Background: an optimization exercise with open tools, aiming at small area, a short achievable clock period and few clock cycles per item. Do not read the settings as production practice.
The RTL of this run was laid out without a check of its function.
Power figures rest on the tool's default switching activity, not on a simulated workload.

==> design/flow/design.v <==
module bitmask_code_decompressor (
	input  logic        clk,
	input  logic        arst_n,
	input  logic        code_valid,
	output logic        code_ready,
	input  logic [32:0] code_item,    
	output logic        insn_valid,
	input  logic        insn_ready,
	output logic [32:0] insn_item,    
	input  logic        cfg_we,
	input  logic [2:0]  cfg_index,
	input  logic [31:0] cfg_data
);
	localparam logic [2:0] F_REP = 3'd0, F_MASK = 3'd1, F_ONE = 3'd2, F_ADJ = 3'd3,
		F_TWO = 3'd4, F_DICT = 3'd5, F_LIT = 3'd6, F_END = 3'd7;
	localparam int PW   = 74;   
	localparam int ROOM = PW - 32;             
	localparam int H    = PW - 1;              
	logic [31:0] dict_q [8];
	logic [7:0]  dv_q;
	always_ff @(posedge clk or negedge arst_n) begin
		if (!arst_n) begin
			dv_q <= '0;
		end else if (cfg_we) begin
			dv_q[cfg_index] <= 1'b1;
		end
	end
	always_ff @(posedge clk) begin
		if (cfg_we) begin
			dict_q[cfg_index] <= cfg_data;
		end
	end
	logic        ib_v_q;
	logic [31:0] ib_w_q;
	logic        ib_rs_q;
	logic [H:0]  pool_q;      
	logic [6:0]  cnt_q;
	logic [4:0]  off_q;       
	logic        end_q;
	logic        pz_q;        
	logic        a_v_q;
	logic [7:0]  a_sel_q;     
	logic        a_rep_q;     
	logic [31:0] a_val_q;     
	logic [1:0]  a_n_q;       
	logic [1:0]  r_q;         
	logic        out_v_q;
	logic [31:0] out_d_q;
	logic        out_l_q;
	logic [2:0]  fmt;
	logic [5:0]  need;
	logic        is_end, complete, nxt_end, fits_word;
	assign fmt = pool_q[H -: 3];
	always_comb begin
		case (fmt)
			F_REP:   need = 6'd5;
			F_MASK:  need = 6'd15;
			F_ONE:   need = 6'd11;
			F_ADJ:   need = 6'd11;
			F_TWO:   need = 6'd16;
			F_DICT:  need = 6'd6;
			F_LIT:   need = 6'd35;
			default: need = 6'd3;
		endcase
	end
	always_comb begin
		complete  = 1'b0;
		nxt_end   = 1'b0;
		fits_word = 1'b0;
		case (fmt)
			F_REP: begin
				complete  = cnt_q >= 7'd5;
				nxt_end   = (cnt_q >= 7'd8) && (&pool_q[H-5 -: 3]);
				fits_word = off_q <= 5'd27;
			end
			F_MASK: begin
				complete  = cnt_q >= 7'd15;
				nxt_end   = (cnt_q >= 7'd18) && (&pool_q[H-15 -: 3]);
				fits_word = off_q <= 5'd17;
			end
			F_ONE, F_ADJ: begin
				complete  = cnt_q >= 7'd11;
				nxt_end   = (cnt_q >= 7'd14) && (&pool_q[H-11 -: 3]);
				fits_word = off_q <= 5'd21;
			end
			F_TWO: begin
				complete  = cnt_q >= 7'd16;
				nxt_end   = (cnt_q >= 7'd19) && (&pool_q[H-16 -: 3]);
				fits_word = off_q <= 5'd16;
			end
			F_DICT: begin
				complete  = cnt_q >= 7'd6;
				nxt_end   = (cnt_q >= 7'd9) && (&pool_q[H-6 -: 3]);
				fits_word = off_q <= 5'd26;
			end
			F_LIT: begin
				complete  = cnt_q >= 7'd35;
				nxt_end   = (cnt_q >= 7'd38) && (&pool_q[H-35 -: 3]);
				fits_word = 1'b0;
			end
			default: ;
		endcase
	end
	assign is_end = (cnt_q >= 7'd3) && (fmt == F_END);
	logic a_last;
	assign a_last = !(complete && (off_q != 5'd0) && fits_word);
	logic b_load, a_done, a_fire, a_pop, a_free, p_fire;
	logic ib_take, ib_merge, ib_rs_merge;
	assign b_load = !out_v_q || insn_ready;
	assign a_done = (r_q == a_n_q);
	assign a_fire = a_v_q && b_load;
	assign a_pop  = a_fire && a_done;
	assign a_free = !a_v_q || a_pop;
	assign p_fire = complete && a_free;
	assign ib_take     = ib_v_q && (ib_rs_q ? (!complete || (p_fire && nxt_end))
	                                        : (end_q || (cnt_q <= 7'(ROOM))));
	assign ib_rs_merge = ib_take && ib_rs_q;
	assign ib_merge    = ib_take && !ib_rs_q && !end_q;
	logic rdy_q;
	assign code_ready = rdy_q;
	logic [3:0]  m4;
	logic [31:0] flip, rec_val;
	logic [2:0]  rec_idx;
	logic        rec_dict;
	always_comb begin
		case (fmt)
			F_MASK:  m4 = pool_q[H-8 -: 4];
			F_ONE:   m4 = 4'b1000;
			F_ADJ:   m4 = 4'b1100;
			F_TWO:   m4 = 4'b1000;
			default: m4 = 4'b0000;
		endcase
		flip = ({m4, 28'd0} >> pool_q[H-3 -: 5])
			| ((fmt == F_TWO) ? (32'h8000_0000 >> pool_q[H-8 -: 5]) : 32'd0);
		rec_val = (fmt == F_LIT) ? pool_q[H-3 -: 32] : flip;
		case (fmt)
			F_MASK:  rec_idx = pool_q[H-12 -: 3];
			F_TWO:   rec_idx = pool_q[H-13 -: 3];
			F_DICT:  rec_idx = pool_q[H-3 -: 3];
			default: rec_idx = pool_q[H-8 -: 3];
		endcase
		rec_dict = (fmt != F_REP) && (fmt != F_LIT);
	end
	logic [H:0] merged, shifted;
	logic [6:0] cnt_m;
	always_comb begin
		merged = pool_q;
		cnt_m  = cnt_q;
		if (ib_merge) begin
			merged = pool_q | ({ib_w_q, {(PW-32){1'b0}}} >> cnt_q);
			cnt_m  = cnt_q + 7'd32;
		end
		case (fmt)
			F_REP:   shifted = merged << 5;
			F_MASK:  shifted = merged << 15;
			F_ONE:   shifted = merged << 11;
			F_ADJ:   shifted = merged << 11;
			F_TWO:   shifted = merged << 16;
			F_DICT:  shifted = merged << 6;
			F_LIT:   shifted = merged << 35;
			default: shifted = merged << 3;
		endcase
	end
	logic       ib_v_n, ib_rs_n, end_n;
	logic [6:0] cnt_n;
	always_comb begin
		ib_v_n  = (code_valid && rdy_q) || (ib_v_q && !ib_take);
		ib_rs_n = (code_valid && rdy_q) ? code_item[0] : ib_rs_q;
		if (ib_rs_merge) begin
			cnt_n = 7'd32;
			end_n = 1'b0;
		end else if (is_end) begin
			cnt_n = '0;
			end_n = 1'b1;
		end else if (p_fire) begin
			cnt_n = cnt_m - {1'b0, need};
			end_n = end_q;
		end else begin
			cnt_n = cnt_m;
			end_n = end_q;
		end
	end
	always_ff @(posedge clk or negedge arst_n) begin
		if (!arst_n) begin
			rdy_q   <= 1'b1;
			ib_v_q  <= 1'b0;
			pool_q  <= '0;
			cnt_q   <= '0;
			off_q   <= '0;
			end_q   <= 1'b0;
			pz_q    <= 1'b1;
			a_v_q   <= 1'b0;
			r_q     <= '0;
			out_v_q <= 1'b0;
		end else begin
			ib_v_q <= ib_v_n;
			rdy_q  <= !ib_v_n || (!ib_rs_n && (end_n || (cnt_n <= 7'(ROOM))));
			if (ib_rs_merge) begin
				pool_q <= {ib_w_q, {(PW-32){1'b0}}};
				off_q  <= '0;
				pz_q   <= 1'b1;
			end else if (is_end) begin
				pool_q <= '0;
				off_q  <= '0;
			end else if (p_fire) begin
				pool_q <= shifted;
				off_q  <= off_q + need[4:0];
				if (fmt != F_REP) pz_q <= 1'b0;
			end else begin
				pool_q <= merged;
			end
			cnt_q <= cnt_n;
			end_q <= end_n;
			if (p_fire) begin
				a_v_q <= 1'b1;
			end else if (a_pop) begin
				a_v_q <= 1'b0;
			end
			if (a_fire) begin
				r_q <= a_done ? 2'd0 : r_q + 2'd1;
			end
			if (b_load) begin
				out_v_q <= a_v_q;
			end
		end
	end
	logic [31:0] dsel;
	always_comb begin
		dsel = '0;
		for (int i = 0; i < 8; i++) dsel = dsel | (dict_q[i] & {32{a_sel_q[i]}});
	end
	always_ff @(posedge clk) begin
		if (code_valid && code_ready) begin
			ib_w_q  <= code_item[32:1];
			ib_rs_q <= code_item[0];
		end
		if (p_fire) begin
			for (int i = 0; i < 8; i++) a_sel_q[i] <= rec_dict && dv_q[i] && (rec_idx == 3'(i));
			a_rep_q <= (fmt == F_REP) && !pz_q;
			a_val_q <= rec_val;
			a_n_q   <= (fmt == F_REP) ? pool_q[H-3 -: 2] : 2'd0;
		end
		if (a_fire) begin
			if (!a_rep_q) begin
				out_d_q <= dsel ^ a_val_q;
			end
			out_l_q <= a_last && a_done;
		end
	end
	assign insn_valid = out_v_q;
	assign insn_item  = {out_d_q, out_l_q};
endmodule
==> design/flow/run.sh <==
#!/bin/bash
# synth_recipe.tcl (not shown) runs the flow's synth.tcl, then flattens the netlist and writes it again
# the make line also repeats each setting of config.mk as NAME=value (left out here)
make -C /OpenROAD-flow-scripts/flow DESIGN_CONFIG=/design/flow/config.mk WORK_HOME=/design/flow/orfs CLKGATE_MAP_FILE= SYNTH_SCRIPT=/design/flow/synth_recipe.tcl finish
==> design/flow/config.mk <==
export PLATFORM = sky130hd
export DESIGN_NAME = bitmask_code_decompressor
export DESIGN_NICKNAME = bitmask_code_decompressor
export VERILOG_FILES = /design/flow/design.v
export SDC_FILE = /design/flow/constraint.sdc
export NUM_CORES = 4
export LEC_CHECK = 0
export CAP_MARGIN = 20
export CORE_MARGIN = 2
export CORE_UTILIZATION = 40
export SLEW_MARGIN = 20
==> design/flow/constraint.sdc <==
create_clock -name core_clock -period 8.0 [get_ports {clk}]
set_input_delay 1.6000 -clock core_clock [delete_from_list [all_inputs] [get_ports {clk}]]
set_output_delay 1.6000 -clock core_clock [all_outputs]
set_load 0.01 [all_outputs]
==> summary.txt <==
Outcome
The flow ran to the end and the layout has no timing, DRC or antenna violations.

Synth
For this run, the leading register cell type out of synthesis is edfxtp_1. For this run, the number of Yosys warnings is 1. The area share of the largest cell type after synthesis is 42.5%. In the synthesized netlist, the cells that appear most often are 364 x edfxtp_1, 175 x a22oi_1, 170 x nor2_1, 156 x nand2_1, 118 x a21oi_1. For this run, asynchronously set or reset flops after synthesis account for 21.8%. The number of library cell types mapped by synthesis is 113. Sorting the synthesized cells by area gives the leading types as edfxtp_1 42%, dfrtp_1 9.7%, a22oi_1 5.1%. By instance count, the leading cell after synthesis is edfxtp_1. The sequential share of the synthesized area is 52.5%. The number of synthesized register bits is 467. Counting flops with a built-in enable in the synthesized netlist gives 364. The cell area after technology mapping is 25,700 sq um. A synthesized cell averages 11.3 sq um.

The gate count of the mapped netlist is 2,270. Summed over all instances, the cell type with the most area after synthesis is edfxtp_1. When the netlist entered floorplanning its net count stood at 2,361.

Route
For this run, design rule violations remaining after detail routing come to 0. The first-pass iteration count of the detailed router is 10. The via density per instance is 6.96. The average wire per cell in the routed design is 34.9 um. Across all layers, the routed design uses 22.5k vias. Summed over all layers, the routed wires come to 113,000 um. The remaining number of nets flagged by the antenna check after routing is 0. The number of DRC violations after detailed-routing iteration 0 is 3,065.

STA
The number of pins exceeding their max-slew limit in the final report is 0. The part of the cycle the worst path needs is 67.5%. The clock period minus final worst setup slack is 5400 ps. The clock arrives with 41.3 ps of skew. The final number of hold-violating endpoints was 0. Setup repair after global routing left no endpoint under its margin.

The maximum operating frequency is 185 MHz. The worst slew margin relative to its limit is 19.6%. Setup violations remaining at the end of the flow were counted as 0. The slew at the pin closest to its max-slew limit is 1210 ps.

After routing, the total negative slack on setup checks comes to 0 ps.

Layout
The area growth from synthesis to layout is 14.8%. The final-layout fill cell count is 5,790. The post-route netlist has 12.4% of its cells at a drive strength greater than 1. The final layout contains 2,424 nets. The count of cells in the finished layout, fillers not included, comes to 3,228.

Clock network
The clock slew at the register clock pins of the worst setup and hold paths is 60 ps. The clock latency on the worst-skew pair is 640 ps. The H-tree generated during clock tree synthesis spans 2 levels. The clock passes through at most 3 buffers. TritonCTS built the clock tree. The post-cts hold buffer count is 0. The library cell used as clock root buffer is clkbuf_16. Buffers inserted during clock tree synthesis total 51. The number of clock sinks is 467. Gates resized during post-CTS repair numbered 0. The number of setup buffers added after CTS is 0.

Critical path
The launching point of the worst reg2reg path is pool_q[73]$_DFFE_PN0P_. Counting cells, the worst reg-to-reg path comes to 11. The cell with the most instances on the worst path is nand2_1.

The peak fanout along the critical path is 61. The worst setup path is of the flip-flop to flip-flop kind. The data required time at the worst endpoint is 8550 ps.

The setup slack of the most critical reg-to-reg path is 2600 ps. STA classifies the critical path startpoint as a flip-flop. The slowest cell on the critical path is and3_1. For this run, the slowest stage of the critical path takes 1060 ps. The signal on the critical path passes through nand2_1 -> nor2_2 -> inv_1 -> a21oi_1 -> o21ai_2 -> inv_2 -> buf_4 -> and3_1 -> nand2_1 -> a211o_1 -> o2111ai_1.

At the worst endpoint, the arrival time is 5950 ps. The worst register-to-register path ends at pool_q[28]$_DFF_PN0_. The capturing element type of the critical path is a flip-flop.

Min path
The min-delay analysis places its worst path in the category flip-flop to flip-flop. The cell count of the worst hold path is 1. The hold path startpoint is dv_q[2]$_DFFE_PN0P_. The worst-case hold path end point is dv_q[2]$_DFFE_PN0P_.

GRT
The number of global-route vias before repair is 21.6k. The overall track demand over capacity in global routing is 33.3%. The pin count of the biggest net entering global routing is 62.

The initial antenna violation count came to 8. The global-route wire length before repair is 161,000 um. The total overflow left after global routing is 0.

Run
Across the run, the number of max-cap violations was 0.

Die
The die covers 66,400 sq um. The standard-cell row count is 92. The core region is 63,300 sq um.

108 I/O pins were placed. Once the floorplan was initialized, standard cells occupied 40.7% of the core. The die height is 258 um. The die is 258 um wide.

Placed design
After legalization and detailed placement, the total HPWL measured 76,800 um. The cell count after placement is 3,126. The global placer's final weighted congestion is 1.06.

During placement, the flow inserted port buffers numbering 107.

Power
The worst-case IR drop observed on VDD is 0.233 mV. The power density over the cells is 442 nW/um^2. Power comes to 0.0131 W. The leakage power of the design is 10.4 nW.
## how the worst max path moves through the flow
| stage | slack [ps] | end | depth (start not counted) | start |
|---|---|---|---|---|
| after floorplan | 3230 | pool_q[60]$_DFF_PN0_ | 10 | insn_ready |
| after global placement | 2560 | pool_q[28]$_DFF_PN0_ | 12 | insn_ready |
| after detailed placement | 2460 | pool_q[28]$_DFF_PN0_ | 12 | insn_ready |
| after CTS | 2850 | pool_q[47]$_DFF_PN0_ | 13 | cnt_q[5]$_DFF_PN0_ |
| after global routing | 2550 | pool_q[47]$_DFF_PN0_ | 13 | cnt_q[5]$_DFF_PN0_ |
| final | 2600 | pool_q[28]$_DFF_PN0_ | 11 | pool_q[73]$_DFFE_PN0P_ |
## sequential cells by signal, indices dropped and copies added (netlist names), 5 cells and up
| signal | count |
|---|---|
| pool_q | 74 |
| dv_q | 8 |
| dict_q | 256 |
| a_sel_q | 8 |
| out_d_q | 32 |
| cnt_q | 7 |
| ib_w_q | 32 |
| a_val_q | 32 |
| off_q | 5 |
## worst max-delay path, delay by kind of cell, from the launching register on
kind,cells,cell delay [ps]
AOI/OAI and AO/OA,4,1190
buffers and inverters,3,1080
DFF,1,660
and+or+nand+nor,4,2320
## kinds of logic after synthesis
family / share of synthesized area [%]
DFF: 52.5
adders and majority gates: 0.933
AOI/OAI and AO/OA: 23.7
and+or+nand+nor: 10.9
muxes: 6.98
xor gates and xnor gates: 1.46
buffers and inverters: 3.60
## where the power goes
group	internal (W)	total, W	leakage, nW	switching (W)
Combinational	0.00208	0.00675	4.84	0.00467
Sequential	0.00314	0.00376	4.63	0.000617
Clock	0.00152	0.00254	0.879	0.00103
## area by class of cell
type	instances	area (sq um)	share of cell area (%)
multi-input combinational	1594	11400	38.6
sequential	467	13500	45.7
tap	846	1060	3.58
clock buffer	59	1330	4.49
inverter	39	146	0.495
clock inverter	36	468	1.58
timing repair buffer	180	1620	5.49
antenna	7	17.5	0.0593
## cell usage in the layout, fill, tap and decap left out, types with 27 or more instances in the layout
cell,synthesis,routed
a22oi_1,175,175
edfxtp_1,364,364
buf_4,3,73
o21ai_0,95,93
o211ai_1,39,39
nand4_1,44,44
mux2i_1,49,49
clkdlybuf4s50_1,0,106
xor2_1,37,37
dfrtp_1,100,95
a21o_1,27,27
a21oi_1,118,117
nand2_1,156,156
mux4_2,34,34
o221ai_1,37,37
nor2_1,170,162
clkbuf_16,0,52
nand3_1,41,41
o22ai_1,30,30
a221o_1,27,27
inv_1,33,33
## through the flow
step           setup WS, ps  hold slack, ps  utilization (%)  area [sq um]
2_1_floorplan          3230             420                -         25700
3_3_place_gp           2560             446             43.8         27700
3_5_place_dp           2460             454             43.8         27700
4_1_cts                2850             470             46.7         29500
5_1_grt                2550             482             46.7         29500
6_report               2600             468             46.7         29600
## layer usage
metal	up-vias	track usage [%]	wire length [um]
li1	9214	-	-
met1	11072	42.0	42700
met2	1673	50.4	49100
met3	488	9.44	12200
met4	6	21.4	8840
met5	-	0	29

[afterwards: timing with drivers on the ports]
How much do the figures lean on ideal ports? The routed layout below was timed once more, with nothing changed but the port constraints. Step 1 assumes that a clkbuf_16 drives the clock port and a buf_2 every other input. Step 2 times the ports against the registers' clock, not the clock port: input delays grow and output delays shrink by t, the midpoint of the rising clock arrivals with the driver on. a / b / c = ideal / step 1 / step 2; a / b = the first two.
t (ns): 0.680
setup slack, ns: 2.601 / 2.601 / 2.359
worst setup path after step 2: input to register
worst slew at a driven data input, ns: 0.08
cell pins on the clock port's net: 1
After both steps this run still meets setup and hold. For this run, drivers alone change the setup slack by 0.000 ns; drivers and shift together by -0.242 ns.
